This design comes from an exercise in tuning for small area, a short achievable clock period and few clock cycles per item on the open sky130 flow, not from production work.
RTL that was checked went through simulation tests only; none was proved equivalent to the original.
Function not checked in runs 1 to 7: the RTL went through the layout flow alone.
No activity file was given, so power comes from the tool's default toggle rates.

### flow/config.mk
export PLATFORM = sky130hd
export DESIGN_NAME = vliwExecCore
export DESIGN_NICKNAME = vliwExecCore
export VERILOG_FILES = /design/flow/design.v
export SDC_FILE = /design/flow/constraint.sdc
export NUM_CORES = 4
export LEC_CHECK = 0
export CAP_MARGIN = 20
export CORE_MARGIN = 2
export CORE_UTILIZATION = 40
export CTS_BUF_LIST = sky130_fd_sc_hd__clkbuf_4 sky130_fd_sc_hd__clkbuf_8
export SETUP_SLACK_MARGIN = 1.2
export SLEW_MARGIN = 20
### flow/constraint.sdc
create_clock -name core_clock -period 4.0 [get_ports {clock_i}]
set_input_delay 0.8000 -clock core_clock [delete_from_list [all_inputs] [get_ports {clock_i}]]
set_output_delay 0.8000 -clock core_clock [all_outputs]
set_load 0.01 [all_outputs]
### flow/design.v
`default_nettype none
package isaPkg;
	localparam int DATA_W = 16;
	localparam int REG_ADDR_W = 5;
	localparam int OPCODE_W = 7;
	typedef enum logic [OPCODE_W-1:0] {
		OP_ADD = 7'd1,
		OP_SUB = 7'd2,
		OP_AND = 7'd3,
		OP_OR  = 7'd4,
		OP_XOR = 7'd5,
		OP_SHL = 7'd6,
		OP_SHR = 7'd7,
		OP_MOV = 7'd8
	} opcode_e;
	typedef logic [DATA_W-1:0] data_t;
	typedef logic [REG_ADDR_W-1:0] regAddr_t;
	typedef struct packed {
		logic overflow;
		logic underflow;
	} status_t;
endpackage
`default_nettype wire
`default_nettype none
package busPkg;
	localparam int BUNDLE_W = 90;
	localparam int COMMIT_W = 48;
	localparam int SLOT_W = 46;
	typedef struct packed {
		logic isWb;
		logic [7-1:0] opcode;
		logic [4:0] wbAddr;
		logic [15:0] pOperand;
		logic [15:0] sOperand;
	} laneOp_t;
	typedef struct packed {
		laneOp_t laneA;
		laneOp_t laneB;
	} bundle_t;
	typedef struct packed {
		logic [1:0] code;
		logic [4:0] wbAddr;
		logic [15:0] wbData;
	} slotHalf_t;
	typedef struct packed {
		slotHalf_t laneA;
		slotHalf_t laneB;
	} slot_t;
	typedef struct packed {
		logic wbValid;
		logic [4:0] wbAddr;
		logic [15:0] wbData;
		logic [1:0] status;
	} commitHalf_t;
	typedef struct packed {
		commitHalf_t laneA;
		commitHalf_t laneB;
	} commit_t;
endpackage
`default_nettype wire
`default_nettype none
module creditFifo #(
	parameter int DEPTH = 4,
	parameter int WIDTH = 1
) (
	input wire logic clock_i,
	input wire logic reset_i,
	input wire logic push_i,
	input wire logic [WIDTH-1:0] item_i,
	input wire logic pop_i,
	output logic [WIDTH-1:0] item_o
);
	localparam int PTR_W = (DEPTH > 1) ? $clog2(DEPTH) : 1;
	logic [WIDTH-1:0] mem [DEPTH];
	logic [PTR_W-1:0] rdPtr;
	logic [PTR_W-1:0] wrPtr;
	always_ff @(posedge clock_i)
	begin
		if (push_i)
		begin
			mem[wrPtr] <= item_i;
		end
	end
	assign item_o = mem[rdPtr];
	always_ff @(posedge clock_i)
	begin
		if (reset_i)
		begin
			rdPtr <= '0;
			wrPtr <= '0;
		end
		else
		begin
			if (push_i)
			begin
				wrPtr <= (wrPtr == PTR_W'(DEPTH - 1)) ? '0 : wrPtr + 1'b1;
			end
			if (pop_i)
			begin
				rdPtr <= (rdPtr == PTR_W'(DEPTH - 1)) ? '0 : rdPtr + 1'b1;
			end
		end
	end
endmodule
`default_nettype wire
`default_nettype none
module arithLane (
	input wire busPkg::laneOp_t op_i,
	input wire logic kill_i,
	output logic wbValid_o,
	output busPkg::slotHalf_t half_o
);
	logic [15:0] p;
	logic [15:0] s;
	logic isAdd, isSub, isAnd, isOr, isXor, isShl, isShr, isMov;
	logic legalOp;
	logic keep;
	logic [15:0] sx;
	logic [16:0] sumWide;
	logic [15:0] shOut;
	logic [15:0] shRev;
	assign p = op_i.pOperand;
	assign s = op_i.sOperand;
	assign isAdd = op_i.opcode == 7'd1;
	assign isSub = op_i.opcode == 7'd2;
	assign isAnd = op_i.opcode == 7'd3;
	assign isOr = op_i.opcode == 7'd4;
	assign isXor = op_i.opcode == 7'd5;
	assign isShl = op_i.opcode == 7'd6;
	assign isShr = op_i.opcode == 7'd7;
	assign isMov = op_i.opcode == 7'd8;
	assign legalOp = (op_i.opcode != 7'd0) && (op_i.opcode <= 7'd8);
	assign wbValid_o = op_i.isWb && legalOp;
	assign keep = wbValid_o && !kill_i;
	assign sx = op_i.opcode[1] ? ~s : s;
	always_comb
	begin
		logic [16:0] g;
		logic [16:0] t;
		g = {p & sx & {16{!op_i.opcode[2]}}, op_i.opcode[1] & !op_i.opcode[2]};
		t = {p ^ sx, 1'b0};
		for (int l = 0; l < 5; l++)
		begin
			for (int i = 16; i >= 0; i--)
			begin
				if (((i >> l) & 1) == 1)
				begin
					g[i] = g[i] | (t[i] & g[((i >> l) << l) - 1]);
					t[i] = t[i] & t[((i >> l) << l) - 1];
				end
			end
		end
		sumWide = {g[16], p ^ sx ^ g[15:0]};
	end
	always_comb
	begin
		logic [15:0] l;
		logic [15:0] r;
		l = p;
		r = p;
		l = s[3] ? {l[7:0], 8'd0} : l;
		r = s[3] ? {8'd0, r[15:8]} : r;
		l = s[2] ? {l[11:0], 4'd0} : l;
		r = s[2] ? {4'd0, r[15:4]} : r;
		l = s[1] ? {l[13:0], 2'd0} : l;
		r = s[1] ? {2'd0, r[15:2]} : r;
		l = s[0] ? {l[14:0], 1'd0} : l;
		r = s[0] ? {1'd0, r[15:1]} : r;
		shRev = l;
		shOut = r;
	end
	assign half_o.wbAddr = keep ? op_i.wbAddr : 5'd0;
	assign half_o.wbData = ({16{keep && (isAdd || isSub || isXor)}} & sumWide[15:0])
		| ({16{keep && isAnd}} & (p & s))
		| ({16{keep && isOr}} & (p | s))
		| ({16{keep && isMov}} & s)
		| ({16{keep && isShl}} & shRev)
		| ({16{keep && isShr}} & shOut);
	assign half_o.code[1] = keep && (isAdd || isSub) && (sumWide[16] ^ op_i.opcode[1]);
	assign half_o.code[0] = keep && !(isAdd && sumWide[16]);
endmodule
`default_nettype wire
`default_nettype none
module commitMerge (
	input wire busPkg::bundle_t bundle_i,
	output busPkg::slot_t slot_o
);
	logic wbA;
	logic wbB;
	logic sameDest;
	assign sameDest = wbA && wbB && (bundle_i.laneA.wbAddr == bundle_i.laneB.wbAddr);
	arithLane laneA (
		.op_i(bundle_i.laneA),
		.kill_i(sameDest),
		.wbValid_o(wbA),
		.half_o(slot_o.laneA)
	);
	arithLane laneB (
		.op_i(bundle_i.laneB),
		.kill_i(1'b0),
		.wbValid_o(wbB),
		.half_o(slot_o.laneB)
	);
endmodule
`default_nettype wire
`default_nettype none
module vliwExecCore #(
	parameter int BUNDLE_DEPTH = 4,
	parameter int COMMIT_CREDITS = 2
) (
	input wire logic clock_i,
	input wire logic reset_i,
	input wire logic bundleValid_i,
	input wire busPkg::bundle_t bundle_i,
	output wire logic bundleCredit_o,
	input wire logic commitCredit_i,
	output wire logic commitValid_o,
	output wire busPkg::commit_t commit_o
);
	localparam int CNT_W = $clog2(BUNDLE_DEPTH + 1);
	localparam int CREDIT_W = $clog2(COMMIT_CREDITS + 1);
	busPkg::slot_t newSlot;
	busPkg::slot_t headSlot;
	logic [CNT_W-1:0] count;
	logic [CNT_W-1:0] countNext;
	logic [CREDIT_W-1:0] credits;
	logic [CREDIT_W-1:0] creditsAvail;
	logic commitValid;
	logic commitNext;
	logic bundleCredit;
	commitMerge merger (
		.bundle_i(bundle_i),
		.slot_o(newSlot)
	);
	creditFifo #(
		.DEPTH(BUNDLE_DEPTH),
		.WIDTH(busPkg::SLOT_W)
	) recordQueue (
		.clock_i(clock_i),
		.reset_i(reset_i),
		.push_i(bundleValid_i),
		.item_i(newSlot),
		.pop_i(commitValid),
		.item_o(headSlot)
	);
	assign countNext = count - CNT_W'(commitValid) + CNT_W'(bundleValid_i);
	assign creditsAvail = credits + CREDIT_W'(commitCredit_i);
	assign commitNext = (creditsAvail != '0) && (countNext != '0);
	always_ff @(posedge clock_i)
	begin
		if (reset_i)
		begin
			count <= '0;
			credits <= CREDIT_W'(COMMIT_CREDITS);
			commitValid <= 1'b0;
			bundleCredit <= 1'b0;
		end
		else
		begin
			count <= countNext;
			credits <= creditsAvail - CREDIT_W'(commitNext);
			commitValid <= commitNext;
			bundleCredit <= commitNext;
		end
	end
	assign commitValid_o = commitValid;
	assign bundleCredit_o = bundleCredit;
	assign commit_o.laneA.wbValid = |headSlot.laneA.code;
	assign commit_o.laneA.wbAddr = headSlot.laneA.wbAddr;
	assign commit_o.laneA.wbData = headSlot.laneA.wbData;
	assign commit_o.laneA.status = {headSlot.laneA.code[1] & ~headSlot.laneA.code[0],
		headSlot.laneA.code[1] & headSlot.laneA.code[0]};
	assign commit_o.laneB.wbValid = |headSlot.laneB.code;
	assign commit_o.laneB.wbAddr = headSlot.laneB.wbAddr;
	assign commit_o.laneB.wbData = headSlot.laneB.wbData;
	assign commit_o.laneB.status = {headSlot.laneB.code[1] & ~headSlot.laneB.code[0],
		headSlot.laneB.code[1] & headSlot.laneB.code[0]};
endmodule
`default_nettype wire
### flow/flow/run.sh
#!/bin/bash
# Standard ORFS layout (the standard.sh, synthesis unchanged), with plain
# buffers on the ports instead of the default delay-cell buffers, plus the
# settings in flow/extra.env. Each tool's full output goes to its own log
# here; ORFS's per-step logs are under orfs/logs/.
set -euo pipefail
export BUFFER_PORTS_ARGS="-buffer_cell sky130_fd_sc_hd__buf_1"
if [[ -f flow/extra.env ]]; then
  set -a
  source flow/extra.env
  set +a
fi
bash standard.sh synth > synth.log 2>&1
bash standard.sh finish > layout.log 2>&1
### flow/standard.sh
#!/bin/bash
# synth_recipe.tcl (not shown) runs the flow's synth.tcl, then flattens the netlist and writes it again
# the make line also repeats each setting of config.mk as NAME=value (left out here)
make -C /OpenROAD-flow-scripts/flow DESIGN_CONFIG=/design/flow/config.mk WORK_HOME=/design/flow/orfs CLKGATE_MAP_FILE= SYNTH_SCRIPT=/design/flow/synth_recipe.tcl "${@:-finish}"
==> results of run 1 <==
==> what timing repair did <==
action | CTS | global route
gates cloned | 3 | 3
endpoints found under the hold margin | 0 | 0
pin swaps | 52 | 54
buffers inserted | 52 | 27
gates resized for setup | 98 | 68
endpoints found under the setup margin | 177 | 157
==> area by class of cell <==
| class | count | area (um2) |
|---|---|---|
| sequential | 196 | 5770 |
| timing repair buffer | 294 | 2050 |
| clock inverter | 15 | 125 |
| multi-input combinational | 824 | 7660 |
| inverter | 40 | 150 |
| fill | 2921 | 15900 |
| tap | 442 | 553 |
| clock buffer | 17 | 234 |
==> cells in the mapped netlist (4+ instances only) <==
library cell	instances	area (um2)
mux2i_1	70	701
o22ai_1	12	75.1
or2_2	10	62.6
o31ai_1	5	37.5
o211ai_1	18	135
a2bb2oi_1	5	43.8
nor2_1	79	297
buf_2	23	115
clkbuf_1	37	139
a211o_1	4	35.0
and2_1	17	106
o21a_1	7	52.6
buf_1	13	48.8
nand2_1	55	206
a22oi_1	8	60.1
edfxtp_1	184	5530
ha_1	51	638
a2111oi_0	4	35.0
xnor2_1	19	166
nand3_1	18	90.1
mux2_2	13	146
dfxtp_1	12	240
a222oi_1	12	120
inv_1	40	150
nor4_1	6	37.5
o2111ai_1	5	43.8
xor2_1	36	315
nand2b_1	14	87.6
nor2b_1	23	144
a21o_1	4	30.0
and3_1	12	75.1
o21ai_0	52	260
mux4_2	64	1440
o2bb2ai_1	11	96.3
nand3b_1	10	75.1
o221ai_1	10	87.6
or4_1	4	30.0
a21oi_1	52	260
a31oi_1	6	37.5
o21bai_1	4	30.0
nor3_1	31	155
or3_1	6	37.5
a211oi_1	19	143
==> worst max-delay path, stage by stage <==
cell and delay (ns):
buf_12 0.11, buf_12 0.12, buf_16 0.13, xor2_1 0.16
ha_1 0.36, a21oi_2 0.21, nor2_4 0.07, o211ai_1 0.17
buf_4 0.17, a31oi_4 0.09, o21ai_2 0.15, o22ai_2 0.08
ha_2 0.28, a222oi_1 0.23, o21ai_1 0.19
==> how the worst min path moves through the flow <==
stage	start	endpoint	slack [ns]	cells past startpoint
2_1_floorplan	count[2]	count[2]	0.48	2
3_3_place_gp	count[2]	count[2]	0.50	2
3_5_place_dp	count[2]	count[2]	0.50	2
4_1_cts	count[2]	count[2]	0.53	2
5_1_grt	recordQueue.rdPtr[0]	flip-flop	0.56	2
6_report	count[2]	count[2]	0.53	2
==> flip-flops by register name, summed over array words and instances (netlist names), named ones only <==
| register | cells |
|---|---|
| credits | 2 |
| count | 3 |
| recordQueue.rdPtr | 2 |
| bundleCredit | 1 |
| recordQueue.wrPtr | 2 |
| recordQueue.mem | 184 |
==> where the power goes <==
| group | leakage, nW | total, mW | internal (mW) | switching (mW) |
|---|---|---|---|---|
| logic | 3.93 | 2.24 | 1.06 | 1.19 |
| registers | 1.94 | 2.40 | 2.34 | 0.0575 |
| clock network | 0.178 | 1.14 | 0.446 | 0.694 |
==> cell families after synthesis <==
group / share of synthesized area
flops: 0.439
mux: 0.174
buf+inv: 0.0370
xor+xnor: 0.0367
compound gates: 0.147
simple gates: 0.116
fa+ha+maj: 0.0501
==> stage by stage <==
step	hold slack, ns	instance area, um2	worst slack [ns]	power (mW)
finish	0.526	16600	0.860	5.78
global route	0.564	16600	0.726	6.09
CTS	0.535	16000	0.833	5.68
detailed placement	0.502	14700	0.163	4.32
global placement	0.505	14700	0.290	4.30
floorplan	0.481	13600	0.397	3.76
==> metal layers <==
| metal | up-vias | GRT usage | share of wire |
|---|---|---|---|
| met5 | - | 0 | 0 |
| met4 | 0 | 0.0679 | 0.022 |
| met3 | 53 | 0.0324 | 0.066 |
| met2 | 452 | 0.359 | 0.46 |
| met1 | 5292 | 0.335 | 0.46 |
| li1 | 4935 | - | - |
==> impl_metrics.tcl, run 1 <==
set metrics [dict create \
    rr_worst_depth 11 \
    dp_hpwl_mm 28.1 \
    ioPinCount 144 \
    grt_pass1_vias 10300 \
    gr-total-overflow 0 \
    port-buffer-count 143 \
    seq_area_frac_synth 0.439 \
    dieWidth_um 185 \
    path_class "input port to flip-flop" \
    path_clk_slew_ns 0.10 \
    slew_headroom 0.322 \
    cp-end-kind "flip-flop" \
    reg2reg_to "credits[1]" \
    syn_nets 1283 \
    ant_nets 0 \
    finalSetupViolations 0 \
    cts.sinks 196 \
    ys_warn_count 3 \
    clk_path_buf_depth 2 \
    postSynthCellCount 1137 \
    r2r_slack_ns 1.66 \
    synth.distinct_cells 76 \
    grt_pass1_wl_mm 60.1 \
    dieHeight_um 185 \
    drv_slew 0 \
    dp_cells 1711 \
    wl_per_cell_um 21.9 \
    grt_max_degree 52 \
    clock_latency_ns 0.46 \
    tightest_slew_ns 1.01 \
    drt-total-wl_mm 40.1 \
    fin_util 0.510 \
    drt_iter0_drc 1059 \
    cp_max_fo 6 \
    synth.ff_latch_count 196 \
    clock-skew-final_ns 0.0125 \
    cts_buffers 17 \
    fmax_mhz 318 \
    synth_edf_count 184 \
    required_ns 4.17 \
    track_usage 0.231 \
    via_count 10700 \
    syn_area_mm2 0.0131 \
    rsz0062_at_grt "yes" \
    final_common_cell "edfxtp_1" \
    dr.pass1.iters 6 \
    synth_ff_type "edfxtp_1" \
    layout_min_cycle_time_ns 3.14 \
    antenna_found_initial 0 \
    h-tree-depth 4 \
    cts_root_buf "clkbuf_8" \
    endpoint "recordQueue.mem[1][15]" \
    status "finished clean" \
    hold_violations 0 \
    critPathArrivalTime_ns 3.31 \
    postCtsHoldBufs 0 \
    n_antenna_cell 0 \
    tns_ns 0 \
    die-area_mm2 0.0343 \
    drv_cap 0 \
    final_cell_mix "184 x edfxtp_1, 131 x buf_1, 110 x buf_4" \
    fin_nets 1519 \
    coreArea_mm2 0.0325 \
    synthArstFlopShare 0 \
    syn_to_final_growth_pct 26.0 \
    drive_above_1_share 0.293 \
    peakVddDrop_uv 185 \
    gp_congestion 0.924 \
    vias_per_cell 5.87 \
    stdcell_count 1828 \
    rows 66 \
    syn_avg_cell_area_um2 11.6 \
    cp-start-kind "input port" \
    initial_utilization 0.405 \
    reg2reg_from "bundleCredit" \
    timing.final.crit_share 0.785 \
    critPathLaunch "bundle_i[38]" \
    leakage_nw 6.04 \
    cts_tree "yes" \
    powerDensity_mw_per_mm2 349 \
    drc_errors 0 \
    min_path_type "flip-flop to flip-flop" \
]
==> run 2: changes to the inputs <==
--- a/flow/design.v
+++ b/flow/design.v
@@ -156,16 +156,16 @@
 	begin
-		logic [15:0] l;
 		logic [15:0] r;
-		l = p;
-		r = p;
-		l = s[3] ? {l[7:0], 8'd0} : l;
+		for (int i = 0; i < 16; i++)
+		begin
+			r[i] = op_i.opcode[0] ? p[i] : p[15-i];
+		end
 		r = s[3] ? {8'd0, r[15:8]} : r;
-		l = s[2] ? {l[11:0], 4'd0} : l;
 		r = s[2] ? {4'd0, r[15:4]} : r;
-		l = s[1] ? {l[13:0], 2'd0} : l;
 		r = s[1] ? {2'd0, r[15:2]} : r;
-		l = s[0] ? {l[14:0], 1'd0} : l;
 		r = s[0] ? {1'd0, r[15:1]} : r;
-		shRev = l;
 		shOut = r;
+		for (int i = 0; i < 16; i++)
+		begin
+			shRev[i] = r[15-i];
+		end
 	end
==> impl_metrics.tcl, run 2 <==
set metrics [dict create \
    crit_chain "buf_12, buf_12, xor2_1, ha_1, ha_2, inv_2, a211oi_4, nor2_4, o311ai_4, a41oi_2, o2bb2ai_2, ha_1, nand2_1, o211ai_1, a221o_1" \
    synth_top_area_frac 0.448 \
    clock_latency_ns 0.47 \
    powerDensity_mw_per_mm2 386 \
    initial_utilization 0.405 \
    syn_to_final_growth_pct 21.3 \
    n_antenna_cell 0 \
    path_clk_slew_ns 0.12 \
    postCtsHoldBufs 0 \
    final_common_cell "edfxtp_1" \
    fin_nets 1361 \
    drc_errors 0 \
    postSynthCellCount 1020 \
    seq_area_frac_synth 0.468 \
    synth_common_cells "184 x edfxtp_1, 86 x nand2_1, 66 x mux4_2" \
    timing.final.crit_share 0.792 \
    rsz0062_at_grt "yes" \
    reg2reg_to "credits[1]" \
    rr_worst_depth 11 \
    coreArea_mm2 0.0304 \
    vias_per_cell 5.87 \
    drt-total-wl_mm 35.2 \
    synth.distinct_cells 79 \
    dieWidth_um 180 \
    hold_start "recordQueue.rdPtr[1]" \
    top_regs "recordQueue.mem x184, count x3" \
    status "finished clean" \
    cp-end-kind "flip-flop" \
    critPathLaunch "bundle_i[83]" \
    rows 64 \
    cp-start-kind "input port" \
    synth_top_area_cell "edfxtp_1" \
    fin_util 0.491 \
    critPathArrivalTime_ns 3.37 \
    drt_iter0_drc 824 \
    drv_slew 0 \
    antenna_found_initial 0 \
    largest_reg_flops 184 \
    h-tree-depth 4 \
    critical_path_buf_inv_count 3 \
    crit_family "compound AO/OA/AOI/OAI gates" \
    slowest_stage "a221o_1" \
    fmax_mhz 316 \
    wl_met2_mm 16.5 \
    dr.pass1.iters 6 \
    track_usage 0.213 \
    ys_warn_count 3 \
    slowest_delay_ns 0.31 \
    ant_nets 0 \
    ioPinCount 144 \
    synth_area_leaders "edfxtp_1 45%, mux4_2 12%, ha_1 5.2%" \
    tightest_slew_ns 0.700 \
    syn_avg_cell_area_um2 12.1 \
    leakage_nw 5.55 \
    met3_length_mm 2.11 \
    path_class "input port to flip-flop" \
    cts.sinks 196 \
    final_cell_mix "184 x edfxtp_1, 134 x buf_1, 82 x nand2_1" \
    synth_ff_type "edfxtp_1" \
    die-area_mm2 0.0322 \
    cts_tree "yes" \
    finalSetupViolations 0 \
    gp_congestion 0.965 \
    gr-total-overflow 0 \
    port-buffer-count 143 \
    r2r_slack_ns 1.64 \
    hold_depth 2 \
    reg2reg_from "bundleCredit" \
    slew_headroom 0.534 \
    peakVddDrop_uv 242 \
    drive_above_1_share 0.265 \
    syn_area_mm2 0.0123 \
    wl_per_cell_um 21.7 \
    yosys.cell_count.top_type "edfxtp_1" \
    wl_met1_mm 15.8 \
    cp_max_fo 5 \
    min_path_type "flip-flop to flip-flop" \
    regMostFlops "recordQueue.mem" \
    grt_pass1_wl_mm 53.7 \
    crit_cells 15 \
    clk_path_buf_depth 2 \
    synth_edf_count 184 \
    power_mw 5.78 \
    dieHeight_um 180 \
    tns_ns 0 \
    hold_violations 0 \
    synthArstFlopShare 0 \
    via_count 9539 \
    highest-signal-layer "met4" \
    syn_nets 1166 \
    required_ns 4.21 \
    dp_hpwl_mm 25.4 \
    cts_buffers 17 \
    synth.ff_latch_count 196 \
    grt_max_degree 29 \
    clock-skew-final_ns 0.0219 \
    grt_pass1_vias 9203 \
    layout_min_cycle_time_ns 3.17 \
    drv_cap 0 \
    cts_root_buf "clkbuf_8" \
]
==> run 2: kinds of logic after synthesis <==
| kind of cell | share of synthesized area |
|---|---|
| and+or+nand+nor | 0.112 |
| AOI/OAI and AO/OA | 0.128 |
| DFF | 0.468 |
| muxes | 0.163 |
| buffers and inverters | 0.0326 |
| xor gates and xnor gates | 0.0426 |
| adders and majority gates | 0.0534 |
==> run 2: per-layer routing <==
layer / GRT usage / up-vias
met5: 0 / -
met4: 0.0589 / 0
met3: 0.0298 / 40
met2: 0.334 / 387
met1: 0.311 / 4745
li1: - / 4367
==> run 2: how the worst max path moves through the flow <==
stage / end / slack [ns]
4_1_cts: recordQueue.mem[1][38] / 0.85
2_1_floorplan: recordQueue.mem[0][38] / 0.21
3_3_place_gp: recordQueue.mem[1][38] / 0.21
6_report: recordQueue.mem[0][38] / 0.83
5_1_grt: recordQueue.mem[1][38] / 0.76
3_5_place_dp: recordQueue.mem[1][38] / 0.16
==> run 2: per-stage QoR <==
step	instances	setup WS (ns)	hold slack (ns)	instance area, um2
after global routing	1624	0.757	0.567	14900
after global placement	1550	0.211	0.509	13700
after detailed placement	1550	0.161	0.510	13700
after CTS	1607	0.854	0.545	14600
after floorplan	1020	0.215	0.481	12600
final	1624	0.833	0.545	14900
==> run 2: worst min-delay path: cells and delay by family (launching register included) <==
| family | cells | cell delay (ns) |
|---|---|---|
| AND/OR/NAND/NOR | 1 | 0.06 |
| multiplexers | 1 | 0.12 |
| flip-flops | 1 | 0.33 |
==> run 2: final cells by class <==
| cell class | count | area, um2 |
|---|---|---|
| Timing Repair Buffer | 238 | 1540 |
| Clock inverter | 15 | 196 |
| Multi-Input combinational cell | 730 | 6590 |
| Clock buffer | 17 | 234 |
| Fill cell | 2744 | 15500 |
| Tap cell | 396 | 495 |
| Inverter | 32 | 120 |
| Sequential cell | 196 | 5770 |
==> run 2: where the power goes <==
group | leakage, nW | switching (mW) | internal [mW]
clock | 0.213 | 0.796 | 0.495
combinational | 3.40 | 1.09 | 0.989
sequential | 1.94 | 0.0657 | 2.34
==> run 2: what timing repair did <==
item,CTS,global route
buffers inserted,24,16
setup endpoints to repair,145,143
pin swaps,41,38
gates resized for setup,60,41
gates cloned,1,1
==> run 3: changes to the inputs <==
--- a/flow/config.mk
+++ b/flow/config.mk
@@ -11,3 +11,3 @@
 export CTS_BUF_LIST = sky130_fd_sc_hd__clkbuf_4 sky130_fd_sc_hd__clkbuf_8
-export SETUP_SLACK_MARGIN = 1.2
+export SETUP_SLACK_MARGIN = 1.5
 export SLEW_MARGIN = 20
==> impl_metrics.tcl, run 3 <==
set metrics [dict create \
    status "finished clean" \
    drc_errors 0 \
    rsz0062_at_grt "yes" \
    tightest_slew_ns 0.833 \
    clk_path_buf_depth 2 \
    cp_max_fo 5 \
    ant_nets 0 \
    finalSetupViolations 0 \
    placed_area_mm2 0.0137 \
    critPathArrivalTime_ns 3.36 \
    initial_utilization 0.405 \
    cp-end-kind "flip-flop" \
    grt_pass1_vias 9674 \
    slowest_stage "o311ai_4" \
    syn_to_final_growth_pct 31.6 \
    tns_ns 0 \
    ys_warn_count 3 \
    cts_root_buf "clkbuf_8" \
    drv_cap 0 \
    grt.met2_usage 0.368 \
    min_path_type "flip-flop to flip-flop" \
    cts.sinks 196 \
    via_count 10000 \
    leakage_nw 6.20 \
    slew_headroom 0.445 \
    path_clk_slew_ns 0.12 \
    dp_slack_ns 0.0451 \
    dieHeight_um 180 \
    cp-start-kind "input port" \
    final_cell_mix "184 x edfxtp_1, 107 x buf_4, 89 x buf_1" \
    dp_hpwl_mm 25.8 \
    fin_nets 1426 \
    rr_worst_depth 11 \
    drt-total-wl_mm 37.4 \
    layout_min_cycle_time_ns 3.16 \
    clock_latency_ns 0.48 \
    regMostFlops "recordQueue.mem" \
    synth_common_cells "184 x edfxtp_1, 86 x nand2_1, 66 x mux4_2" \
    power_mw 6.19 \
    grt_pass1_wl_mm 56.8 \
    slowest_delay_ns 0.38 \
    die-area_mm2 0.0322 \
    layout_setup_ws_ns 0.844 \
    synth_edf_count 184 \
    fin_hold_ws_ns 0.542 \
    clock-skew-final_ns 0.0335 \
    track_usage 0.226 \
    fmax_mhz 317 \
    cp_common_cell "ha_1" \
    peakVddDrop_uv 231 \
    largest_reg_flops 184 \
    h-tree-depth 4 \
    path_class "input port to flip-flop" \
    seq_area_frac_synth 0.468 \
    postSynthCellCount 1020 \
    synthArstFlopShare 0 \
    grt_max_degree 47 \
    hold_depth 2 \
    dp_cells 1558 \
    final_common_cell "edfxtp_1" \
    cts_buffers 17 \
    crit_chain "buf_12, buf_8, buf_4, xor2_1, ha_1, nand4_1, o311ai_4, a41oi_2, o2bb2ai_2, ha_1, nand2_1, o211ai_1, a221o_1" \
    fin_util 0.533 \
    gp_congestion 0.963 \
    cts_tree "yes" \
    syn_nets 1166 \
    port-buffer-count 143 \
    postCtsHoldBufs 0 \
    hold_violations 0 \
    coreArea_mm2 0.0304 \
    gr-total-overflow 0 \
    drv_slew 0 \
    grtUsageMet1 0.309 \
    stdcell_area_mm2 0.0162 \
    antenna_found_initial 3 \
    synth.distinct_cells 79 \
    rows 64 \
    num-fill-cells 2652 \
    powerDensity_mw_per_mm2 382 \
    synth_top_area_frac 0.448 \
    drt_iter0_drc 803 \
    use_met3 0.0397 \
    dr.pass1.iters 6 \
    syn_avg_cell_area_um2 12.1 \
    synth_ff_type "edfxtp_1" \
    yosys.cell_count.top_type "edfxtp_1" \
    gr-max-usage-layer "met2" \
    ioPinCount 144 \
    required_ns 4.20 \
    wl_per_cell_um 22.1 \
    dieWidth_um 180 \
    synth.ff_latch_count 196 \
    syn_area_mm2 0.0123 \
    synth_top_area_cell "edfxtp_1" \
    timing.final.crit_share 0.789 \
    synth_area_leaders "edfxtp_1 45%, mux4_2 12%, ha_1 5.2%" \
    top_regs "recordQueue.mem x184, count x3" \
    drive_above_1_share 0.379 \
    vias_per_cell 5.93 \
    stdcell_count 1692 \
]
## run 3: cell counts after synthesis
Identical to the previous run, type by type.
## run 3: timing repair
action,4_1_cts,5_1_grt
gates cloned,8,1
setup endpoints to repair,192,213
setup buffers,53,37
resized for setup,170,115
pin swaps,63,69
## run 3: routing by layer
layer	part of all wire	vias up	wire length [um]
met3	0.073	86	2720
met1	0.42	4996	15700
met5	0	-	0
met2	0.48	457	17900
met4	0.031	0	1150
li1	-	4491	-
## run 3: worst paths after layout
| path | startpoint | end | slack (ns) |
|---|---|---|---|
| min reg2reg | count[2] | count[2] | 0.54 |
| max reg2reg | bundleCredit | credits[1] | 1.68 |
| min | count[2] | count[2] | 0.54 |
| max | bundle_i[83] | recordQueue.mem[2][38] | 0.84 |
## run 3: cells by family (layout without fill, tap and decap cells)
group | after synthesis | count (layout) | share of synthesized area
simple gates | 277 | 278 | 0.112
compound gates | 226 | 226 | 0.128
flops | 196 | 196 | 0.468
mux | 115 | 115 | 0.163
buf+inv | 94 | 366 | 0.0326
xor+xnor | 60 | 60 | 0.0426
fa+ha+maj | 52 | 52 | 0.0534
other cells | 0 | 3 | 0
## run 3: cell type report
| class | instances | area, um2 | area share |
|---|---|---|---|
| well taps | 396 | 495 | 0.0305 |
| diodes | 3 | 7.51 | 0.000463 |
| clock inverters | 14 | 184 | 0.0113 |
| inverters | 32 | 128 | 0.00787 |
| repair buffers | 302 | 2380 | 0.147 |
| flip-flops and latches | 196 | 5780 | 0.356 |
| clock buffers | 18 | 241 | 0.0149 |
| multi-input cells | 731 | 7010 | 0.432 |
## run 3: where the power goes
group	switching, mW	internal, mW	leakage [nW]	total [mW]
combinational	1.20	1.27	4.04	2.47
clock	0.777	0.543	0.214	1.32
sequential	0.0580	2.34	1.94	2.40
total	2.03	4.16	6.20	6.19
## run 3: critical path: cells and delay by family
| kind | cells | cell delay (ns) |
|---|---|---|
| AOI/OAI and AO/OA | 5 | 1.17 |
| adders and majority gates | 2 | 0.60 |
| buffers and inverters | 3 | 0.37 |
| and+or+nand+nor | 2 | 0.25 |
| xor gates and xnor gates | 1 | 0.15 |
==> run 4: changes to the inputs <==
--- a/flow/config.mk
+++ b/flow/config.mk
@@ -10,4 +10,4 @@
 export CORE_UTILIZATION = 40
-export CTS_BUF_LIST = sky130_fd_sc_hd__clkbuf_4 sky130_fd_sc_hd__clkbuf_8
-export SETUP_SLACK_MARGIN = 1.5
+export CTS_BUF_LIST = sky130_fd_sc_hd__clkbuf_8 sky130_fd_sc_hd__clkbuf_16
+export SETUP_SLACK_MARGIN = 1.2
 export SLEW_MARGIN = 20
==> impl_metrics.tcl, run 4 <==
set metrics [dict create \
    status "finished clean" \
    synth_edf_count 184 \
    seqPwrFrac 0.393 \
    dieWidth_um 180 \
    power_mw 6.14 \
    critPathLaunch "bundle_i[83]" \
    dp_hpwl_mm 25.4 \
    cts.sinks 196 \
    slew_headroom 0.535 \
    ant_nets 0 \
    hold_start "count[2]" \
    syn_nets 1166 \
    drv_cap 0 \
    syn_to_final_growth_pct 23.2 \
    ys_warn_count 3 \
    clkPwrFrac 0.279 \
    syn_area_mm2 0.0123 \
    layout_setup_ws_ns 0.789 \
    stdcell_count 1630 \
    initial_utilization 0.405 \
    synth_area_leaders "edfxtp_1 45%, mux4_2 12%, ha_1 5.2%" \
    rsz0062_at_grt "yes" \
    synth_ff_type "edfxtp_1" \
    grt_pass1_wl_mm 53.9 \
    final_cell_mix "184 x edfxtp_1, 134 x buf_1, 82 x nand2_1" \
    coreArea_mm2 0.0304 \
    cp_max_fo 5 \
    ioPinCount 144 \
    slowest_delay_ns 0.31 \
    synthArstFlopShare 0 \
    fmax_mhz 311 \
    drive_above_1_share 0.274 \
    path_class "input port to flip-flop" \
    gr-total-overflow 0 \
    seq_area_frac_synth 0.468 \
    clock-skew-final_ns 0.0173 \
    yosys.cell_count.top_type "edfxtp_1" \
    drc_errors 0 \
    clk_path_buf_depth 2 \
    tightest_slew_ns 0.695 \
    grt_max_degree 29 \
    p_comb_frac 0.328 \
    cp-start-kind "input port" \
    syn_avg_cell_area_um2 12.1 \
    postSynthCellCount 1020 \
    layout_min_cycle_time_ns 3.21 \
    grt_pass1_vias 9204 \
    timing.final.crit_share 0.803 \
    port-buffer-count 143 \
    multi_input_area_mm2 0.00661 \
    clock_latency_ns 0.44 \
    internal_power_mw 4.14 \
    n_antenna_cell 0 \
    postCtsHoldBufs 0 \
    drt-total-wl_mm 35.3 \
    leakage_nw 5.66 \
    path_clk_slew_ns 0.08 \
    critPathArrivalTime_ns 3.38 \
    die-area_mm2 0.0322 \
    synth.distinct_cells 79 \
    num-fill-cells 2723 \
    required_ns 4.17 \
    powerDensity_mw_per_mm2 404 \
    critical_path_buf_inv_count 3 \
    fin_nets 1367 \
    drt_iter0_drc 812 \
    vias_per_cell 5.86 \
    antenna_found_initial 0 \
    cts_buffers 17 \
    finalSetupViolations 0 \
    seq_area_mm2 0.00577 \
    hold_violations 0 \
    via_count 9558 \
    peakVddDrop_uv 327 \
    synth.ff_latch_count 196 \
    wl_per_cell_um 21.6 \
    slowest_stage "a221o_1" \
    crit_family "compound AO/OA/AOI/OAI gates" \
    track_usage 0.214 \
    power.switching_mw 2.00 \
    synth_top_area_frac 0.448 \
    drv_slew 0 \
    crit_chain "buf_12, buf_12, xor2_1, ha_1, ha_2, inv_2, a211oi_4, nor2_4, o311ai_4, a41oi_2, o2bb2ai_2, ha_1, nand2_1, o211ai_1, a221o_1" \
    cts_tree "yes" \
    synth_top_area_cell "edfxtp_1" \
    dp_cells 1550 \
    p_sw_frac 0.325 \
    cts_root_buf "clkbuf_16" \
    dieHeight_um 180 \
    h-tree-depth 4 \
    reg2reg_from "bundleCredit" \
    top_regs "recordQueue.mem x184, count x3" \
    dp_slack_ns 0.161 \
    largest_reg_flops 184 \
    tns_ns 0 \
    dr.pass1.iters 6 \
    regMostFlops "recordQueue.mem" \
    cp-end-kind "flip-flop" \
    final_common_cell "edfxtp_1" \
    synth_common_cells "184 x edfxtp_1, 86 x nand2_1, 66 x mux4_2" \
    rows 64 \
    min_path_type "flip-flop to flip-flop" \
    gp_congestion 0.965 \
]
-- run 4: cell counts after synthesis --
Identical to the previous run, type by type.
-- run 4: path summary, 6_finish.rpt --
kind	slack, ns	to	depth (start not counted)
worst max register to register	1.65	credits[1]	11
worst max-delay path	0.79	recordQueue.mem[0][38]	15
worst min-delay path	0.54	count[2]	2
worst min register to register	0.54	count[2]	2
-- run 4: metrics by stage --
| stage | util | hold WS [ns] | cell area [um2] |
|---|---|---|---|
| after floorplan | - | 0.481 | 12600 |
| after detailed placement | 0.451 | 0.510 | 13700 |
| final | 0.499 | 0.537 | 15200 |
| after CTS | 0.486 | 0.539 | 14800 |
| after global placement | 0.451 | 0.509 | 13700 |
| after global routing | 0.499 | 0.557 | 15200 |
-- run 4: worst register-to-register path, stage by stage, from the launching register on --
cell and delay [ns]:
dfxtp_1 0.43, ha_1 0.26, inv_1 0.05, ha_1 0.13, inv_1 0.05, fa_1 0.40, xor2_1 0.16, xnor2_1 0.19
a31oi_1 0.14, ha_1 0.22, xnor2_1 0.15, nand2b_1 0.06
-- run 4: timing repair --
| action | CTS | global route |
|---|---|---|
| pin swaps | 46 | 44 |
| endpoints found under the setup margin | 157 | 146 |
| gates resized for setup | 63 | 44 |
| hold endpoints to repair | 0 | 0 |
| gates cloned | 1 | 1 |
| setup buffers | 23 | 23 |
-- run 4: final cells by class --
cell class              instances  share of cell area
flip-flops and latches        196               0.380
well taps                     396              0.0326
multi-input cells             730               0.436
inverters                      32             0.00816
clock inverters                15              0.0129
repair buffers                244               0.102
clock buffers                  17              0.0280
-- run 4: per-layer routing --
| metal | GRT usage | part of all wire | up-vias |
|---|---|---|---|
| met5 | 0 | 0 | - |
| met3 | 0.0320 | 0.060 | 53 |
| met4 | 0.0618 | 0.023 | 0 |
| met2 | 0.333 | 0.46 | 373 |
| met1 | 0.313 | 0.45 | 4754 |
| li1 | - | - | 4378 |
-- run 4: kinds of logic after synthesis --
family,synth area share
AO/OA/AOI/OAI,0.128
XOR/XNOR,0.0426
adder cells (fa/ha/maj),0.0534
buffers and inverters,0.0326
flip-flops,0.468
multiplexers,0.163
AND/OR/NAND/NOR,0.112
-- run 4: power groups by stage --
| stage | clock network, mW | registers (mW) | logic [mW] |
|---|---|---|---|
| final | 1.71 | 2.41 | 2.01 |
| after global routing | 1.84 | 2.43 | 2.18 |
| after CTS | 1.75 | 2.42 | 1.95 |
| after detailed placement | 0 | 2.48 | 1.79 |
| after global placement | 0 | 2.48 | 1.78 |
| after floorplan | 0 | 2.41 | 1.27 |
==> run 5: changes to the inputs <==
--- a/flow/config.mk
+++ b/flow/config.mk
@@ -9,4 +9,4 @@
 export CORE_MARGIN = 2
-export CORE_UTILIZATION = 40
-export CTS_BUF_LIST = sky130_fd_sc_hd__clkbuf_8 sky130_fd_sc_hd__clkbuf_16
+export CORE_UTILIZATION = 55
+export CTS_BUF_LIST = sky130_fd_sc_hd__clkbuf_4 sky130_fd_sc_hd__clkbuf_8
 export SETUP_SLACK_MARGIN = 1.2
==> impl_metrics.tcl, run 5 <==
set metrics [dict create \
    seq_area_frac_synth 0.468 \
    rr_worst_depth 11 \
    synth.ff_latch_count 196 \
    cp_max_fo 6 \
    slowest_delay_ns 0.33 \
    drive_above_1_share 0.268 \
    clock_latency_ns 0.45 \
    powerDensity_mw_per_mm2 376 \
    finalSetupViolations 0 \
    grt_max_degree 47 \
    dieHeight_um 154 \
    crit_chain "buf_12, buf_12, xor2_1, ha_1, ha_4, inv_2, a211oi_4, nor2_4, o311ai_4, a41oi_2, o2bb2ai_1, ha_1, nand2_1, o211ai_1, a221o_1" \
    synth_edf_count 184 \
    r2r_slack_ns 1.68 \
    path_class "input port to flip-flop" \
    drv_cap 0 \
    wl_met2_mm 15.5 \
    regMostFlops "recordQueue.mem" \
    tns_ns 0 \
    ioPinCount 144 \
    synth_ff_type "edfxtp_1" \
    highest-signal-layer "met4" \
    dp_hpwl_mm 23.9 \
    largest_reg_flops 184 \
    top_regs "recordQueue.mem x184, count x3" \
    hold_start "count[2]" \
    grt_pass1_wl_mm 51.3 \
    initial_utilization 0.563 \
    cts_buffers 17 \
    ant_nets 0 \
    n_antenna_cell 0 \
    drv_slew 0 \
    hold_depth 2 \
    cp-start-kind "input port" \
    dr.pass1.iters 5 \
    h-tree-depth 4 \
    gr-total-overflow 0 \
    drc_errors 0 \
    power_mw 5.54 \
    syn_avg_cell_area_um2 12.1 \
    syn_nets 1166 \
    required_ns 4.18 \
    gp_congestion 0.988 \
    slowest_stage "a221o_1" \
    min_path_type "flip-flop to flip-flop" \
    drt-total-wl_mm 33.4 \
    fmax_mhz 309 \
    layout_min_cycle_time_ns 3.23 \
    fin_nets 1364 \
    reg2reg_from "bundleCredit" \
    postSynthCellCount 1020 \
    grt_pass1_vias 9126 \
    wl_met1_mm 15.0 \
    synth_top_area_cell "edfxtp_1" \
    port-buffer-count 143 \
    track_usage 0.280 \
    cp-end-kind "flip-flop" \
    cts_tree "yes" \
    reg2reg_to "credits[1]" \
    final_cell_mix "184 x edfxtp_1, 134 x buf_1, 82 x nand2_1" \
    rsz0062_at_grt "yes" \
    met3_length_mm 2.18 \
    synth_area_leaders "edfxtp_1 45%, mux4_2 12%, ha_1 5.2%" \
    cts.sinks 196 \
    path_clk_slew_ns 0.10 \
    clock-skew-final_ns 0.0158 \
    final_common_cell "edfxtp_1" \
    yosys.cell_count.top_type "edfxtp_1" \
    synth_common_cells "184 x edfxtp_1, 86 x nand2_1, 66 x mux4_2" \
    synth.distinct_cells 79 \
    timing.final.crit_share 0.808 \
    status "finished clean" \
    wl_per_cell_um 22.1 \
    via_count 9618 \
    hold_path_end "count[2]" \
    critPathArrivalTime_ns 3.41 \
    coreArea_mm2 0.0219 \
    drt_iter0_drc 1034 \
    leakage_nw 5.55 \
    tightest_slew_ns 0.800 \
    clk_path_buf_depth 2 \
    rows 54 \
    slew_headroom 0.466 \
    antenna_found_initial 0 \
    die-area_mm2 0.0236 \
    cts_root_buf "clkbuf_8" \
    syn_to_final_growth_pct 19.6 \
    hold_violations 0 \
    syn_area_mm2 0.0123 \
    vias_per_cell 6.37 \
    num-fill-cells 1670 \
    dieWidth_um 154 \
    ys_warn_count 3 \
    synth_top_area_frac 0.448 \
    peakVddDrop_uv 235 \
    synthArstFlopShare 0 \
]
[run 5: cell counts after synthesis]
Identical to the previous run, type by type.
[run 5: worst max path at each step]
stage	from	cells past startpoint	end
finish	bundle_i[83]	15	recordQueue.mem[3][38]
global route	bundle_i[83]	15	recordQueue.mem[0][38]
CTS	bundle_i[83]	15	recordQueue.mem[3][38]
detailed placement	bundle_i[83]	15	recordQueue.mem[2][38]
global placement	bundle_i[83]	15	recordQueue.mem[2][38]
floorplan	bundle_i[45]	16	recordQueue.mem[0][38]
[run 5: layer usage]
| layer | up-vias | track usage |
|---|---|---|
| li1 | 4380 | - |
| met1 | 4755 | 0.416 |
| met2 | 430 | 0.440 |
| met3 | 53 | 0.0403 |
| met4 | 0 | 0.0690 |
| met5 | - | 0 |
[run 5: layout make-up]
type,count,area [um2],share of cell area
sequential,196,5770,0.392
timing repair buffer,240,1490,0.101
multi-input combinational,731,6630,0.450
inverter,32,124,0.00841
clock buffer,17,234,0.0159
clock inverter,15,143,0.00968
tap,280,350,0.0238
[run 5: what timing repair did]
item | CTS | global route
resized for setup | 60 | 52
hold buffers | 0 | 0
cloned | 2 | 1
setup buffers | 31 | 13
setup endpoints to repair | 187 | 145
pin swaps | 44 | 43
[run 5: where the power goes]
part | leakage [nW] | switching [mW] | internal (mW) | total, mW
clock network | 0.181 | 0.706 | 0.457 | 1.16
logic | 3.43 | 1.03 | 0.930 | 1.96
registers | 1.94 | 0.0761 | 2.34 | 2.42
[run 5: cells by family (layout without fill, tap and decap cells)]
logic type | after synthesis | after routing | share of synthesized area
multiplexers | 115 | 115 | 0.163
AND/OR/NAND/NOR | 277 | 278 | 0.112
AO/OA/AOI/OAI | 226 | 226 | 0.128
XOR/XNOR | 60 | 60 | 0.0426
adder cells (fa/ha/maj) | 52 | 52 | 0.0534
flip-flops | 196 | 196 | 0.468
buffers and inverters | 94 | 304 | 0.0326
[run 5: per-stage QoR]
stage                     std cells  worst slack, ns  hold WS, ns  area [um2]  utilization
after floorplan                1020            0.215        0.481       12600            -
after global placement         1432            0.154        0.498       13500        0.616
after detailed placement       1432            0.115        0.514       13500        0.616
after CTS                      1497            0.819        0.540       14400        0.658
after global routing           1511            0.665        0.577       14700        0.673
final                          1511            0.768        0.530       14700        0.673
[run 5: critical path: cells and delay by family]
kind,cells,cell delay (ns)
buf+inv,3,0.28
compound gates,6,1.33
xor+xnor,1,0.16
fa+ha+maj,3,0.70
simple gates,2,0.14
==> run 6: changes to the inputs <==
--- a/flow/config.mk
+++ b/flow/config.mk
@@ -9,5 +9,5 @@
 export CORE_MARGIN = 2
-export CORE_UTILIZATION = 55
+export CORE_UTILIZATION = 40
 export CTS_BUF_LIST = sky130_fd_sc_hd__clkbuf_4 sky130_fd_sc_hd__clkbuf_8
-export SETUP_SLACK_MARGIN = 1.2
+export SETUP_SLACK_MARGIN = 0.8
 export SLEW_MARGIN = 20
==> impl_metrics.tcl, run 6 <==
set metrics [dict create \
    dp_hpwl_mm 24.9 \
    h-tree-depth 4 \
    fin_hold_ws_ns 0.540 \
    synth_top_area_frac 0.448 \
    min_path_type "flip-flop to flip-flop" \
    required_ns 4.20 \
    drc_errors 0 \
    path_clk_slew_ns 0.12 \
    highest-signal-layer "met4" \
    dp_cells 1545 \
    track_usage 0.209 \
    clock-skew-final_ns 0.0209 \
    cts_tree "yes" \
    vias_per_cell 5.85 \
    r2r_slack_ns 1.68 \
    synth_top_area_cell "edfxtp_1" \
    p_comb_frac 0.325 \
    synth.ff_latch_count 196 \
    finalSetupViolations 0 \
    fmax_mhz 308 \
    crit_chain "buf_6, buf_12, xor2_1, ha_1, ha_2, inv_2, a211oi_4, nor2_4, o311ai_4, a41oi_2, o2bb2ai_2, ha_1, nand2_1, o211ai_1, a221o_1" \
    postCtsHoldBufs 0 \
    clk_path_buf_depth 2 \
    p_sw_frac 0.340 \
    wl_met2_mm 15.5 \
    stdcell_count 1599 \
    drt-total-wl_mm 34.2 \
    coreArea_mm2 0.0304 \
    clock_latency_ns 0.46 \
    drv_slew 0 \
    final_common_cell "edfxtp_1" \
    status "finished clean" \
    fin_nets 1335 \
    top_regs "recordQueue.mem x184, count x3" \
    hold_start "recordQueue.rdPtr[1]" \
    rr_worst_depth 11 \
    syn_area_mm2 0.0123 \
    dr.pass1.iters 5 \
    cts.sinks 196 \
    cp-end-kind "flip-flop" \
    critical_path_buf_inv_count 3 \
    final_cell_mix "184 x edfxtp_1, 139 x buf_1, 84 x nand2_1" \
    wl_met1_mm 15.3 \
    port-buffer-count 143 \
    synth_area_leaders "edfxtp_1 45%, mux4_2 12%, ha_1 5.2%" \
    tightest_slew_ns 0.900 \
    grt_pass1_vias 8988 \
    power.switching_mw 1.88 \
    rows 64 \
    grt_max_degree 29 \
    seqPwrFrac 0.442 \
    regMostFlops "recordQueue.mem" \
    synth.distinct_cells 79 \
    peakVddDrop_uv 204 \
    hold_depth 2 \
    postSynthCellCount 1020 \
    via_count 9360 \
    gp_congestion 0.977 \
    drv_cap 0 \
    slowest_delay_ns 0.32 \
    slowest_stage "a211oi_4" \
    yosys.cell_count.top_type "edfxtp_1" \
    antenna_found_initial 1 \
    ys_warn_count 3 \
    cp_max_fo 6 \
    synth_edf_count 184 \
    path_class "input port to flip-flop" \
    ioPinCount 144 \
    cts_buffers 17 \
    crit_family "compound AO/OA/AOI/OAI gates" \
    syn_to_final_growth_pct 16.3 \
    met3_length_mm 2.38 \
    gr-total-overflow 0 \
    internal_power_mw 3.65 \
    largest_reg_flops 184 \
    syn_nets 1166 \
    drt_iter0_drc 948 \
    wl_per_cell_um 21.4 \
    timing.final.crit_share 0.813 \
    initial_utilization 0.405 \
    cp-start-kind "input port" \
    grt_pass1_wl_mm 52.6 \
    critPathLaunch "bundle_i[83]" \
    syn_avg_cell_area_um2 12.1 \
    powerDensity_mw_per_mm2 386 \
    clkPwrFrac 0.233 \
    rsz0062_at_grt "yes" \
    ant_nets 0 \
    synthArstFlopShare 0 \
    critPathArrivalTime_ns 3.45 \
    slew_headroom 0.397 \
    reg2reg_from "bundleCredit" \
    die-area_mm2 0.0322 \
    dieWidth_um 180 \
    hold_violations 0 \
    cts_root_buf "clkbuf_8" \
    dieHeight_um 180 \
    synth_common_cells "184 x edfxtp_1, 86 x nand2_1, 66 x mux4_2" \
    synth_ff_type "edfxtp_1" \
    drive_above_1_share 0.216 \
    layout_min_cycle_time_ns 3.25 \
    cp_common_cell "ha_1" \
    seq_area_frac_synth 0.468 \
    reg2reg_to "credits[1]" \
    leakage_nw 5.29 \
    tns_ns 0 \
]
## run 6: cell types whose count changed in the layout (fill, tap and decap cells not counted), moves of 4 or more
cell,before,now
a21oi_1,37,44
a21oi_2,13,7
buf_1,134,139
buf_4,72,60
buf_6,18,3
o21ai_2,6,2
o22ai_1,1,5
or2_2,1,5
or2_4,4,0
## run 6: layout make-up
class,instances,area (um2)
sequential,196,5770
clock buffer,17,234
inverter,32,120
antenna,1,2.50
tap,396,495
clock inverter,15,189
multi-input combinational,730,6360
timing repair buffer,212,1160
fill,2838,16100
## run 6: worst register-to-register path: stages (launching register included)
cell,delay (ns)
dfxtp_1,0.43
ha_1,0.26
inv_1,0.05
ha_1,0.13
inv_1,0.05
fa_1,0.40
xor2_1,0.16
xnor2_1,0.18
a31oi_1,0.13
ha_1,0.22
xnor2_1,0.15
nand2b_1,0.06
## run 6: metrics by stage
stage	cell area [um2]	utilization	setup slack (ns)	power (mW)
final	14300	0.471	0.749	5.53
after global routing	14300	0.471	0.642	5.84
after CTS	14100	0.462	0.810	5.56
after detailed placement	13600	0.446	0.101	4.23
after global placement	13600	0.446	0.186	4.22
after floorplan	12500	-	0.210	3.67
## run 6: repair_timing
action / in CTS / in global routing
endpoints found under the setup margin: 35 / 61
gates resized for setup: 7 / 34
pin swaps: 5 / 32
buffers inserted: 2 / 18
gates cloned: 0 / 1
## run 6: how the worst max path moves through the flow
stage | end | slack [ns] | depth (start not counted)
after floorplan | recordQueue.mem[0][38] | 0.21 | 16
after global placement | recordQueue.mem[0][38] | 0.19 | 15
after detailed placement | recordQueue.mem[1][38] | 0.10 | 15
after CTS | recordQueue.mem[3][38] | 0.81 | 15
after global routing | recordQueue.mem[3][38] | 0.64 | 15
final | recordQueue.mem[3][38] | 0.75 | 15
## run 6: routing by layer
layer / up-vias / GRT usage
met5: - / 0
met4: 0 / 0.0702
met3: 61 / 0.0334
met2: 387 / 0.323
met1: 4595 / 0.301
li1: 4317 / -
## run 6: kinds of logic (layout without fill, tap and decap cells)
group / count (synthesis) / after routing / share of synthesized area
flip-flops: 196 / 196 / 0.468
AO/OA/AOI/OAI: 226 / 226 / 0.128
other: 0 / 1 / 0
XOR/XNOR: 60 / 60 / 0.0426
AND/OR/NAND/NOR: 277 / 277 / 0.112
adder cells (fa/ha/maj): 52 / 52 / 0.0534
buffers and inverters: 94 / 276 / 0.0326
multiplexers: 115 / 115 / 0.163
## run 6: power groups by stage
stage               clock network, mW  registers (mW)  logic [mW]
CTS                              1.33            2.45        1.77
floorplan                           0            2.41        1.26
global route                     1.41            2.47        1.97
finish                           1.29            2.44        1.80
global placement                    0            2.52        1.70
detailed placement                  0            2.53        1.71
==> run 7: changes to the inputs <==
--- a/flow/config.mk
+++ b/flow/config.mk
@@ -11,3 +11,3 @@
 export CTS_BUF_LIST = sky130_fd_sc_hd__clkbuf_4 sky130_fd_sc_hd__clkbuf_8
-export SETUP_SLACK_MARGIN = 0.8
+export SETUP_SLACK_MARGIN = 0.5
 export SLEW_MARGIN = 20
==> impl_metrics.tcl, run 7 <==
set metrics [dict create \
    placed_area_mm2 0.0135 \
    crit_family "compound AO/OA/AOI/OAI gates" \
    drive_above_1_share 0.187 \
    reg2reg_from "bundleCredit" \
    cts_tree "yes" \
    port-buffer-count 143 \
    postCtsHoldBufs 0 \
    initial_utilization 0.405 \
    rows 64 \
    cts_buffers 17 \
    drv_cap 0 \
    slew_headroom 0.316 \
    status "finished clean" \
    dieWidth_um 180 \
    synth.distinct_cells 79 \
    die-area_mm2 0.0322 \
    grt_pass1_wl_mm 52.0 \
    wl_per_cell_um 21.1 \
    hold_start "count[2]" \
    syn_avg_cell_area_um2 12.1 \
    required_ns 4.17 \
    gr-total-overflow 0 \
    finalSetupViolations 0 \
    syn_to_final_growth_pct 13.7 \
    synth_top_area_frac 0.448 \
    critical_path_buf_inv_count 2 \
    timing.final.crit_share 0.829 \
    synth_ff_type "edfxtp_1" \
    leakage_nw 5.14 \
    synth_area_leaders "edfxtp_1 45%, mux4_2 12%, ha_1 5.2%" \
    yosys.cell_count.top_type "edfxtp_1" \
    top_regs "recordQueue.mem x184, count x3" \
    track_usage 0.206 \
    layout_min_cycle_time_ns 3.32 \
    cts.sinks 196 \
    vias_per_cell 5.81 \
    synth_common_cells "184 x edfxtp_1, 86 x nand2_1, 66 x mux4_2" \
    syn_area_mm2 0.0123 \
    regMostFlops "recordQueue.mem" \
    gp_congestion 0.968 \
    path_class "input port to flip-flop" \
    clock-skew-final_ns 0.0194 \
    drt_iter0_drc 1048 \
    slowest_delay_ns 0.52 \
    final_cell_mix "184 x edfxtp_1, 142 x buf_1, 86 x nand2_1" \
    grt_max_degree 47 \
    peakVddDrop_uv 191 \
    ys_warn_count 3 \
    critPathLaunch "bundle_i[38]" \
    path_clk_slew_ns 0.12 \
    fmax_mhz 301 \
    antenna_found_initial 2 \
    via_count 9207 \
    powerDensity_mw_per_mm2 390 \
    tns_ns 0 \
    min_path_type "flip-flop to flip-flop" \
    coreArea_mm2 0.0304 \
    dieHeight_um 180 \
    seq_area_frac_synth 0.468 \
    cts_root_buf "clkbuf_8" \
    stdcell_area_mm2 0.0140 \
    final_common_cell "edfxtp_1" \
    h-tree-depth 4 \
    crit_chain "buf_1, buf_4, xor2_1, ha_1, a21oi_1, o22ai_1, o21bai_1, ha_1, a21oi_1, xnor2_1, a222oi_1, o221ai_2" \
    critPathArrivalTime_ns 3.48 \
    synth_edf_count 184 \
    cp-end-kind "flip-flop" \
    slowest_stage "a222oi_1" \
    drc_errors 0 \
    ant_nets 0 \
    fin_nets 1320 \
    synthArstFlopShare 0 \
    syn_nets 1166 \
    largest_reg_flops 184 \
    tightest_slew_ns 1.02 \
    cp-start-kind "input port" \
    postSynthCellCount 1020 \
    cp_max_fo 9 \
    dp_hpwl_mm 24.7 \
    synth.ff_latch_count 196 \
    ioPinCount 144 \
    hold_violations 0 \
    rsz0062_at_grt "no" \
    dr.pass1.iters 6 \
    grt_pass1_vias 8868 \
    clk_path_buf_depth 2 \
    drv_slew 0 \
    synth_top_area_cell "edfxtp_1" \
    drt-total-wl_mm 33.5 \
    clock_latency_ns 0.47 \
]
run 7: metrics by stage:
stage | instances | util | hold slack (ns) | setup slack, ns | power [mW]
finish | 1584 | 0.460 | 0.545 | 0.683 | 5.46
global route | 1583 | 0.460 | 0.593 | 0.505 | 5.77
global placement | 1550 | 0.445 | 0.505 | 0.154 | 4.20
detailed placement | 1550 | 0.445 | 0.508 | 0.135 | 4.22
floorplan | 1020 | - | 0.481 | 0.146 | 3.66
CTS | 1582 | 0.459 | 0.542 | 0.636 | 5.52
run 7: path summary, 6_finish.rpt:
path                                         endpoint  slack, ns  depth (start not counted)
worst max register to register             credits[1]       1.61                         11
worst max-delay path            recordQueue.mem[3][8]       0.68                         12
worst min-delay path                         count[2]       0.55                          2
worst min register to register               count[2]       0.55                          2
run 7: routing by layer:
metal  track usage  vias to the layer above  wire [um]
met1         0.302                     4490      15100
met3        0.0340                       54       2260
li1              -                     4281          -
met2         0.316                      380      15400
met4        0.0615                        2        765
met5             0                        -         13
run 7: area by class of cell:
| type | count | area (um2) |
|---|---|---|
| inverter | 32 | 120 |
| multi-input combinational | 730 | 6230 |
| sequential | 196 | 5770 |
| antenna | 1 | 2.50 |
| timing repair buffer | 197 | 960 |
| tap | 396 | 495 |
| fill | 2851 | 16400 |
| clock inverter | 15 | 198 |
| clock buffer | 17 | 234 |
run 7: cell families (layout without fill, tap and decap cells):
| logic type | Yosys count | in the layout | share of synthesized area |
|---|---|---|---|
| flip-flops | 196 | 196 | 0.468 |
| multiplexers | 115 | 115 | 0.163 |
| AO/OA/AOI/OAI | 226 | 226 | 0.128 |
| buffers and inverters | 94 | 261 | 0.0326 |
| other | 0 | 1 | 0 |
| adder cells (fa/ha/maj) | 52 | 52 | 0.0534 |
| AND/OR/NAND/NOR | 277 | 277 | 0.112 |
| XOR/XNOR | 60 | 60 | 0.0426 |
run 7: worst min-delay path: stages (launching register included):
cell,delay [ns]
dfxtp_1,0.35
xnor2_1,0.09
nor2_1,0.08
run 7: power breakdown:
group,switching [mW],internal (mW),leakage [nW]
Clock,0.805,0.498,0.212
Combinational,0.937,0.773,2.99
Sequential,0.112,2.34,1.94
Total,1.85,3.61,5.14
run 7: what timing repair did:
item | in CTS | in global routing
setup buffers | 0 | 1
endpoints found under the setup margin | 0 | 12
gates resized for setup | 0 | 3
endpoints found under the hold margin | 0 | 0
==> run 8: changes to the inputs <==
--- a/flow/design.v
+++ b/flow/design.v
@@ -74,4 +74,4 @@
 	logic [WIDTH-1:0] mem [DEPTH];
-	logic [PTR_W-1:0] rdPtr;
 	logic [PTR_W-1:0] wrPtr;
+	logic [DEPTH-1:0] rdHot;
 	always_ff @(posedge clock_i)
@@ -83,3 +83,10 @@
 	end
-	assign item_o = mem[rdPtr];
+	always_comb
+	begin
+		item_o = '0;
+		for (int k = 0; k < DEPTH; k++)
+		begin
+			item_o = item_o | (mem[k] & {WIDTH{rdHot[k]}});
+		end
+	end
 	always_ff @(posedge clock_i)
@@ -88,4 +95,4 @@
 		begin
-			rdPtr <= '0;
 			wrPtr <= '0;
+			rdHot <= DEPTH'(1);
 		end
@@ -99,3 +106,3 @@
 			begin
-				rdPtr <= (rdPtr == PTR_W'(DEPTH - 1)) ? '0 : rdPtr + 1'b1;
+				rdHot <= {rdHot[DEPTH-2:0], rdHot[DEPTH-1]};
 			end
--- a/flow/config.mk
+++ b/flow/config.mk
@@ -11,3 +11,4 @@
 export CTS_BUF_LIST = sky130_fd_sc_hd__clkbuf_4 sky130_fd_sc_hd__clkbuf_8
-export SETUP_SLACK_MARGIN = 0.5
+export PLACE_DENSITY = 0.75
+export SETUP_SLACK_MARGIN = 0.8
 export SLEW_MARGIN = 20
==> impl_metrics.tcl, run 8 <==
set metrics [dict create \
    status "finished clean" \
    regMostFlops "recordQueue.mem" \
    path_class "input port to flip-flop" \
    dp_cells 1618 \
    stdcell_area_mm2 0.0144 \
    seq_area_frac_synth 0.477 \
    drv_slew 0 \
    synth.distinct_cells 69 \
    port-buffer-count 143 \
    fin_nets 1423 \
    peakVddDrop_uv 220 \
    synth_top_area_frac 0.457 \
    ioPinCount 144 \
    track_usage 0.221 \
    clock-skew-final_ns 0.00853 \
    seq_area_mm2 0.00577 \
    reg2reg_from "bundleCredit" \
    cts.sinks 196 \
    synth_ff_type "edfxtp_1" \
    reg2reg_to "credits[1]" \
    num-fill-cells 2657 \
    drive_above_1_share 0.181 \
    met3_length_mm 2.96 \
    synthArstFlopShare 0 \
    gp_congestion 1.01 \
    leakage_nw 5.17 \
    clk_path_buf_depth 2 \
    syn_nets 1251 \
    hold_start "count[2]" \
    drv_cap 0 \
    fin_util 0.483 \
    ys_warn_count 3 \
    drt-total-wl_mm 35.6 \
    dieHeight_um 178 \
    top_regs "recordQueue.mem x184, recordQueue.rdHot x4, count x3" \
    powerDensity_mw_per_mm2 388 \
    syn_to_final_growth_pct 18.9 \
    slowest_stage "ha_1" \
    via_count 10200 \
    stdcell_count 1680 \
    slew_headroom 0.427 \
    yosys.cell_count.top_type "edfxtp_1" \
    finalSetupViolations 0 \
    wl_met2_mm 16.6 \
    rsz0062_at_grt "yes" \
    syn_area_mm2 0.0121 \
    postSynthCellCount 1106 \
    drt_iter0_drc 1107 \
    layout_min_cycle_time_ns 3.30 \
    drc_errors 0 \
    gr-total-overflow 0 \
    path_clk_slew_ns 0.09 \
    slowest_delay_ns 0.34 \
    wl_met1_mm 15.1 \
    synth.ff_latch_count 196 \
    dp_hpwl_mm 25.3 \
    crit_chain "buf_8, buf_12, buf_8, xor2_1, ha_1, nand2_2, a211oi_2, o211ai_1, a21oi_2, a41oi_2, o21ai_1, a22o_1, ha_4, a221oi_2, o211ai_1" \
    fmax_mhz 303 \
    ant_nets 0 \
    largest_reg_flops 184 \
    tightest_slew_ns 0.846 \
    required_ns 4.17 \
    cts_buffers 17 \
    multi_input_area_mm2 0.00621 \
    synth_edf_count 184 \
    wl_per_cell_um 21.2 \
    postCtsHoldBufs 0 \
    grt_pass1_wl_mm 53.6 \
    synth_common_cells "184 x edfxtp_1, 137 x nand2_1, 96 x a22oi_1" \
    placed_area_mm2 0.0134 \
    grt_pass1_vias 9429 \
    vias_per_cell 6.04 \
    clock_latency_ns 0.46 \
    cp-start-kind "input port" \
    tns_ns 0 \
    final_cell_mix "184 x edfxtp_1, 139 x buf_1, 134 x nand2_1" \
    synth_area_leaders "edfxtp_1 46%, a22oi_1 6.0%, ha_1 5.2%" \
    grt_max_degree 37 \
    layout_setup_ws_ns 0.705 \
    min_path_type "flip-flop to flip-flop" \
    dr.pass1.iters 8 \
    hold_violations 0 \
    cp_max_fo 6 \
    cts_root_buf "clkbuf_8" \
    rr_worst_depth 11 \
    antenna_found_initial 0 \
    r2r_slack_ns 1.46 \
    cp-end-kind "flip-flop" \
    timing.final.crit_share 0.824 \
    die-area_mm2 0.0316 \
    cts_tree "yes" \
    n_antenna_cell 0 \
    hold_path_end "count[2]" \
    synth_top_area_cell "edfxtp_1" \
    critPathArrivalTime_ns 3.46 \
    initial_utilization 0.407 \
    syn_avg_cell_area_um2 10.9 \
    dieWidth_um 178 \
    rows 63 \
    final_common_cell "edfxtp_1" \
    dp_slack_ns 0.166 \
    highest-signal-layer "met4" \
    hold_depth 2 \
    h-tree-depth 4 \
    coreArea_mm2 0.0297 \
]
[run 8: changes by cell type in the layout (fill, tap and decap cells not counted), sizes merged, moves of 5 or more]
| cell | before | now |
|---|---|---|
| a211o | 7 | 1 |
| a21oi | 51 | 45 |
| a222oi | 7 | 15 |
| a22o | 3 | 9 |
| a22oi | 22 | 96 |
| buf | 196 | 224 |
| clkinv | 9 | 4 |
| mux2i | 28 | 35 |
| mux4 | 66 | 22 |
| nand2 | 86 | 137 |
| nand3 | 23 | 8 |
| nor2b | 14 | 9 |
| o21ai | 38 | 33 |
| o221ai | 4 | 9 |
[run 8: logic make-up after synthesis]
group | count (synthesis) | share of synthesized area
xor+xnor | 61 | 0.0442
flops | 196 | 0.477
buf+inv | 108 | 0.0354
compound gates | 309 | 0.186
fa+ha+maj | 51 | 0.0534
simple gates | 306 | 0.116
mux | 75 | 0.0868
[run 8: repair_timing]
action | CTS | global route
pin swaps | 11 | 37
setup endpoints to repair | 20 | 90
cloned | 2 | 1
setup buffers | 9 | 19
resized for setup | 13 | 45
[run 8: per-layer routing]
metal	GRT usage	vias to the layer above
li1	-	4608
met1	0.311	4984
met2	0.347	481
met3	0.0345	80
met4	0.0751	0
met5	0	-
[run 8: final cells by class]
cell class	count	area share
clock buffers	18	0.0168
clock inverters	13	0.0120
inverters	32	0.00836
multi-input cells	802	0.433
flip-flops and latches	196	0.402
well taps	390	0.0340
repair buffers	229	0.0943
[run 8: worst max path at each step]
stage | from | endpoint | cells past startpoint
after global routing | bundle_i[83] | recordQueue.mem[1][38] | 15
final | bundle_i[83] | recordQueue.mem[3][38] | 15
after CTS | bundle_i[83] | recordQueue.mem[3][38] | 15
after floorplan | bundle_i[38] | recordQueue.mem[0][15] | 15
after global placement | bundle_i[83] | recordQueue.mem[2][45] | 17
after detailed placement | bundle_i[83] | recordQueue.mem[3][38] | 15
[run 8: worst max-delay path, delay by kind of cell]
family	cells	cell delay (ns)
fa+ha+maj	2	0.55
simple gates	1	0.08
buf+inv	3	0.36
xor+xnor	1	0.16
compound gates	8	1.49
[run 8: power breakdown]
group / internal, mW / total, mW / switching (mW)
sequential: 2.36 / 2.51 / 0.150
combinational: 0.709 / 1.75 / 1.04
clock: 0.635 / 1.32 / 0.687
[run 8: stage by stage]
step	hold slack, ns	power (mW)
after floorplan	0.481	3.61
after global placement	0.498	4.17
after detailed placement	0.523	4.21
after CTS	0.551	5.55
after global routing	0.568	5.85
final	0.540	5.58
Testbench counts of run 8, summed over its fixed seeds: cycles 4,247, items 3,200.

[separate check: timing with driven ports]
No port has a modelled driver above. Below, the same layouts with a new extraction and two added sets of constraints.
Step 1 sets driving cells, clkbuf_16 on the clock port and buf_2 on the other inputs (assumed; they add their load-dependent delay and slew).
Step 2 also shifts input and output timing later by t, the mid clock arrival at the registers, as if the neighbouring blocks saw the same clock.
Three values: ideal ports, drivers, drivers and shift; two values: the first two.
run | t, ns | setup slack, ns | worst setup path at the end | worst register clock-pin slew, ns | pins driven straight from the clock port
run 1 | 0.489 | 0.860 / 0.854 / 0.365 | input to register | 0.10 / 0.10 | 1
run 2 | 0.506 | 0.833 / 0.823 / 0.317 | input to register | 0.13 / 0.13 | 1
run 3 | 0.508 | 0.844 / 0.834 / 0.326 | input to register | 0.12 / 0.12 | 1
run 4 | 0.480 | 0.789 / 0.779 / 0.299 | input to register | 0.09 / 0.09 | 1
run 5 | 0.484 | 0.768 / 0.757 / 0.273 | input to register | 0.11 / 0.11 | 1
run 6 | 0.499 | 0.749 / 0.764 / 0.265 | input to register | 0.12 / 0.12 | 1
run 7 | 0.502 | 0.683 / 0.704 / 0.202 | input to register | 0.12 / 0.12 | 1
run 8 | 0.489 | 0.705 / 0.703 / 0.213 | input to register | 0.10 / 0.10 | 1
After both steps every run listed still meets setup and hold. The setup slack of run 3, which loses most, moves by -0.010 ns with the drivers and by -0.518 ns with both steps.
